This is an optimization exercise on Yosys and OpenROAD, whose aim is a short achievable clock period and few clock cycles, not a production implementation.
Function was checked by simulation only, so behaviour that the tests miss may differ from the original.
Power is estimated from default activity; no workload was simulated.

Setup of the reference run:
Design arm_core, start of the top module:
module arm_core (
    input  logic                    clk,
    input  logic                    i_arst_n,
    input  logic                    i_en,
    output logic                    o_rom_en,
    output logic [32-1:0]    o_rom_addr,
    input  logic [32-1:0]    i_rom_data,
    output logic                    o_ram_en,
    output logic                    o_ram_wr,
    output logic [32-1:0]    o_ram_addr,
    input  logic [32-1:0]    i_ram_rdata,
    output logic [32-1:0]    o_ram_wdata
);
For scale: about 1600 flip-flops, about 170 I/O pins, roughly 100000 sq um of cells after synthesis.
==> module arm_fetch, before the edit <==
module arm_fetch #(
    parameter int N  = 4,    
    parameter int PW = 2     
) (
    input  logic                clk,
    input  logic                i_arst_n,
    input  logic                i_en,
    input  logic [29:0]         i_fa,
    input  logic [N-1:0]        i_m1,
    input  logic [N-1:0]        i_m2,
    output logic                o_hit,
    output logic                o_taken,
    output logic [29:0]         o_tgt,
    output logic                o_hit2,
    output logic                o_taken2,
    output logic [29:0]         o_tgt2,
    output logic [3:0]          o_cond2,
    output logic [N-1:0]        o_p1a,       
    output logic [N-1:0]        o_p1b,
    output logic [N-1:0]        o_p2a,       
    output logic [N-1:0]        o_p2b,
    output logic [N-1:0]        o_ta,        
    output logic [N-1:0]        o_tb,
    output logic [N-1:0]        o_t2a,       
    output logic [N-1:0]        o_t2b,
    output logic [N-1:0]        o_wmask,     
    input  logic                i_upd,
    input  logic [29:0]         i_upc,
    input  logic                i_utaken,
    input  logic [29:0]         i_utgt,
    input  logic [3:0]          i_ucond,
    input  logic                i_fupd,
    input  logic [29:0]         i_fupc,
    input  logic                i_ftaken
);
    logic [N-1:0]   vld;
    logic [N-1:0]   tkn;
    logic [29:0]    tag [N];
    logic [29:0]    tagm1 [N];   
    logic [29:0]    tgt [N];
    logic [3:0]     cnd [N];
    logic [PW-1:0]  ptr;
    logic [N-1:0]   uhit;
    logic [N-1:0]   fhit;
    logic [29:0]    fa_p1;
    logic [29:0]    fa_p2;
    logic           q_upd;
    logic [29:0]    q_upc;
    logic           q_utaken;
    logic [29:0]    q_utgt;
    logic [3:0]     q_ucond;
    logic           q_fupd;
    logic [29:0]    q_fupc;
    logic           q_ftaken;
    logic           alloc;
    assign fa_p1 = i_fa + 30'd1;
    assign fa_p2 = i_fa + 30'd2;
    for (genvar k = 0; k < N; k++) begin : g_cmp
        assign uhit[k]  = vld[k] && tag[k] == q_upc;
        assign fhit[k]  = vld[k] && tag[k] == q_fupc;
        assign o_p1b[k] = vld[k] && tagm1[k] == fa_p1;
        assign o_p2b[k] = vld[k] && tagm1[k] == fa_p2;
    end
    for (genvar k = 0; k < N; k++) begin : g_p1a
        assign o_p1a[k] = vld[k] && tagm1[k] == i_fa;
    end
    assign o_p2a = o_p1b;
    logic [N-1:0]   tt_a [N];
    logic [N-1:0]   tt_b [N];
    for (genvar i = 0; i < N; i++) begin : g_tti
        for (genvar j = 0; j < N; j++) begin : g_ttj
            assign tt_a[i][j] = vld[j] && tag[j] == tgt[i];
            assign tt_b[i][j] = vld[j] && tagm1[j] == tgt[i];
        end
    end
    always_comb begin
        o_tgt    = '0;
        o_taken  = 1'b0;
        o_tgt2   = '0;
        o_taken2 = 1'b0;
        o_cond2  = '0;
        o_ta     = '0;
        o_tb     = '0;
        o_t2a    = '0;
        o_t2b    = '0;
        for (int k = 0; k < N; k++) begin
            o_tgt    = o_tgt | ({30{i_m1[k]}} & tgt[k]);
            o_taken  = o_taken | (i_m1[k] & tkn[k]);
            o_tgt2   = o_tgt2 | ({30{i_m2[k]}} & tgt[k]);
            o_taken2 = o_taken2 | (i_m2[k] & tkn[k]);
            o_cond2  = o_cond2 | ({4{i_m2[k]}} & cnd[k]);
            o_ta     = o_ta | ({N{i_m1[k]}} & tt_a[k]);
            o_tb     = o_tb | ({N{i_m1[k]}} & tt_b[k]);
            o_t2a    = o_t2a | ({N{i_m2[k]}} & tt_a[k]);
            o_t2b    = o_t2b | ({N{i_m2[k]}} & tt_b[k]);
        end
    end
    assign o_hit  = |i_m1;
    assign o_hit2 = |i_m2;
    assign alloc = q_upd && !(|uhit) && q_utaken;
    always_comb begin
        o_wmask = '0;
        if (alloc) begin
            o_wmask[ptr] = 1'b1;
        end
    end
    always_ff @(posedge clk or negedge i_arst_n) begin
        if (!i_arst_n) begin
            vld <= '0;
            tkn <= '0;
            ptr <= '0;
            q_upd    <= 1'b0;
            q_upc    <= '0;
            q_utaken <= 1'b0;
            q_utgt   <= '0;
            q_ucond  <= '0;
            q_fupd   <= 1'b0;
            q_fupc   <= '0;
            q_ftaken <= 1'b0;
            for (int k = 0; k < N; k++) begin
                tag[k]   <= '0;
                tagm1[k] <= '0;
                tgt[k]   <= '0;
                cnd[k]   <= '0;
            end
        end else if (i_en) begin
            q_upd    <= i_upd;
            q_upc    <= i_upc;
            q_utaken <= i_utaken;
            q_utgt   <= i_utgt;
            q_ucond  <= i_ucond;
            q_fupd   <= i_fupd;
            q_fupc   <= i_fupc;
            q_ftaken <= i_ftaken;
            if (q_fupd) begin
                for (int k = 0; k < N; k++) begin
                    if (fhit[k]) begin
                        tkn[k] <= q_ftaken;
                    end
                end
            end
            if (q_upd) begin
                if (|uhit) begin
                    for (int k = 0; k < N; k++) begin
                        if (uhit[k]) begin
                            tkn[k] <= q_utaken;
                        end
                    end
                end else if (q_utaken) begin
                    vld[ptr]   <= 1'b1;
                    tkn[ptr]   <= 1'b1;
                    tag[ptr]   <= q_upc;
                    tagm1[ptr] <= q_upc - 30'd1;
                    tgt[ptr]   <= q_utgt;
                    cnd[ptr]   <= q_ucond;
                    ptr        <= (ptr == N - 1) ? '0 : ptr + 1'b1;
                end
            end
        end
    end
endmodule
make LEC_CHECK=0 ABC_AREA=1 CAP_MARGIN=20 CORE_MARGIN=2 CORE_UTILIZATION=33 SETUP_SLACK_MARGIN=4.5 SLEW_MARGIN=20 finish   # period 7.5 ns
run.sh (not shown) runs the stock make flow with config.mk's settings and CLKGATE_MAP_FILE= SYNTH_SCRIPT=/design/flow/synth_recipe.tcl, a recipe that flattens the netlist after the stock synthesis.
Testbench counts of the reference run, summed over its fixed seeds: cycles 23,830.
Changes in the trial run relative to the reference run:
diff --git a/flow/design.v b/flow/design.v
--- a/flow/design.v
+++ b/flow/design.v
@@ -93,15 +93,15 @@
     logic [N-1:0]   vld;
     logic [N-1:0]   tkn;
     logic [29:0]    tag [N];
     logic [29:0]    tagm1 [N];   
+    logic [29:0]    tagm2 [N];   
+    logic [29:0]    tagm3 [N];   
     logic [29:0]    tgt [N];
     logic [3:0]     cnd [N];
     logic [PW-1:0]  ptr;
     logic [N-1:0]   uhit;
     logic [N-1:0]   fhit;
-    logic [29:0]    fa_p1;
-    logic [29:0]    fa_p2;
     logic           q_upd;
     logic [29:0]    q_upc;
     logic           q_utaken;
     logic [29:0]    q_utgt;
@@ -109,28 +109,21 @@
     logic           q_fupd;
     logic [29:0]    q_fupc;
     logic           q_ftaken;
     logic           alloc;
-    assign fa_p1 = i_fa + 30'd1;
-    assign fa_p2 = i_fa + 30'd2;
     for (genvar k = 0; k < N; k++) begin : g_cmp
         assign uhit[k]  = vld[k] && tag[k] == q_upc;
         assign fhit[k]  = vld[k] && tag[k] == q_fupc;
-        assign o_p1b[k] = vld[k] && tagm1[k] == fa_p1;
-        assign o_p2b[k] = vld[k] && tagm1[k] == fa_p2;
+        assign o_p1b[k] = vld[k] && tagm2[k] == i_fa;
+        assign o_p2b[k] = vld[k] && tagm3[k] == i_fa;
     end
     for (genvar k = 0; k < N; k++) begin : g_p1a
         assign o_p1a[k] = vld[k] && tagm1[k] == i_fa;
     end
     assign o_p2a = o_p1b;
     logic [N-1:0]   tt_a [N];
     logic [N-1:0]   tt_b [N];
-    for (genvar i = 0; i < N; i++) begin : g_tti
-        for (genvar j = 0; j < N; j++) begin : g_ttj
-            assign tt_a[i][j] = vld[j] && tag[j] == tgt[i];
-            assign tt_b[i][j] = vld[j] && tagm1[j] == tgt[i];
-        end
-    end
+    logic [29:0]    q_upcm1;
     always_comb begin
         o_tgt    = '0;
         o_taken  = 1'b0;
         o_tgt2   = '0;
@@ -153,9 +146,10 @@
         end
     end
     assign o_hit  = |i_m1;
     assign o_hit2 = |i_m2;
-    assign alloc = q_upd && !(|uhit) && q_utaken;
+    assign alloc   = q_upd && !(|uhit) && q_utaken;
+    assign q_upcm1 = q_upc - 30'd1;
     always_comb begin
         o_wmask = '0;
         if (alloc) begin
             o_wmask[ptr] = 1'b1;
@@ -176,8 +170,12 @@
             q_ftaken <= 1'b0;
             for (int k = 0; k < N; k++) begin
                 tag[k]   <= '0;
                 tagm1[k] <= '0;
+                tagm2[k] <= '0;
+                tagm3[k] <= '0;
+                tt_a[k]  <= '0;
+                tt_b[k]  <= '0;
                 tgt[k]   <= '0;
                 cnd[k]   <= '0;
             end
         end else if (i_en) begin
@@ -206,10 +204,28 @@
                 end else if (q_utaken) begin
                     vld[ptr]   <= 1'b1;
                     tkn[ptr]   <= 1'b1;
                     tag[ptr]   <= q_upc;
-                    tagm1[ptr] <= q_upc - 30'd1;
+                    tagm1[ptr] <= q_upcm1;
+                    tagm2[ptr] <= q_upc - 30'd2;
+                    tagm3[ptr] <= q_upc - 30'd3;
                     tgt[ptr]   <= q_utgt;
+                    for (int i = 0; i < N; i++) begin
+                        if (i == ptr) begin
+                            for (int j = 0; j < N; j++) begin
+                                if (j == ptr) begin
+                                    tt_a[i][j] <= q_upc == q_utgt;
+                                    tt_b[i][j] <= q_upcm1 == q_utgt;
+                                end else begin
+                                    tt_a[i][j] <= vld[j] && tag[j] == q_utgt;
+                                    tt_b[i][j] <= vld[j] && tagm1[j] == q_utgt;
+                                end
+                            end
+                        end else begin
+                            tt_a[i][ptr] <= q_upc == tgt[i];
+                            tt_b[i][ptr] <= q_upcm1 == tgt[i];
+                        end
+                    end
                     cnd[ptr]   <= q_ucond;
                     ptr        <= (ptr == N - 1) ? '0 : ptr + 1'b1;
                 end
             end
==> run summary <==
- No stage failed in the trial run, and the final checks on the layout all came back clean.
- Taking the reference run as the reference point, the sum of met3 wire segment lengths after detailed routing of the trial run falls by about 13%.
- Worst hold slack: the trial run vs the reference run down 0.13 ns
- The trial run against the reference run: routed wire length down 10%, number of inverters outside the clock class in the layout up 94, post-detailed-placement cell area up 6700 sq um.
- The reference run and the trial run ended up with roughly the same number of global-route vias before repair.
- Diff the reference run -> the trial run: wire length of the first global-routing pass shrank by 8.8%, slack of the critical path higher, pre-CTS worst setup slack increased 0.16 ns, combinational share of power has increased.
Testbench counts of the trial run, summed over its fixed seeds: cycles 23,830.

port drivers added, routing unchanged:
Ports are ideal in the flow. The routed layouts listed here were re-timed in OpenROAD.
Step 1 (the two cells are an assumption about what drives the block):
set clk [get_ports {clk}]
set_driving_cell -lib_cell sky130_fd_sc_hd__clkbuf_16 $clk
set_driving_cell -lib_cell sky130_fd_sc_hd__buf_2 [delete_from_list [all_inputs] $clk]
Step 2 moves the port delays by t, midway between the first and last clock arrival at a register: inputs arrive t later, outputs are due t later. That takes back most of the time a late clock gives input paths.
a / b / c = ideal / step 1 / step 2; a / b = the first two.
run	t (ns)	setup WS [ns]	hold WS [ns]	latest minus earliest clock arrival (ns)
the reference run	1.058	3.905 / 3.905 / 3.074	0.468 / 0.468 / 0.468	0.087 / 0.088
the trial run	1.080	3.976 / 3.972 / 3.059	0.337 / 0.311 / 0.434	0.162 / 0.162
After both steps every run listed still meets setup and hold. For the trial run, which loses most, drivers alone change the setup slack by -0.004 ns; drivers and shift together by -0.917 ns.
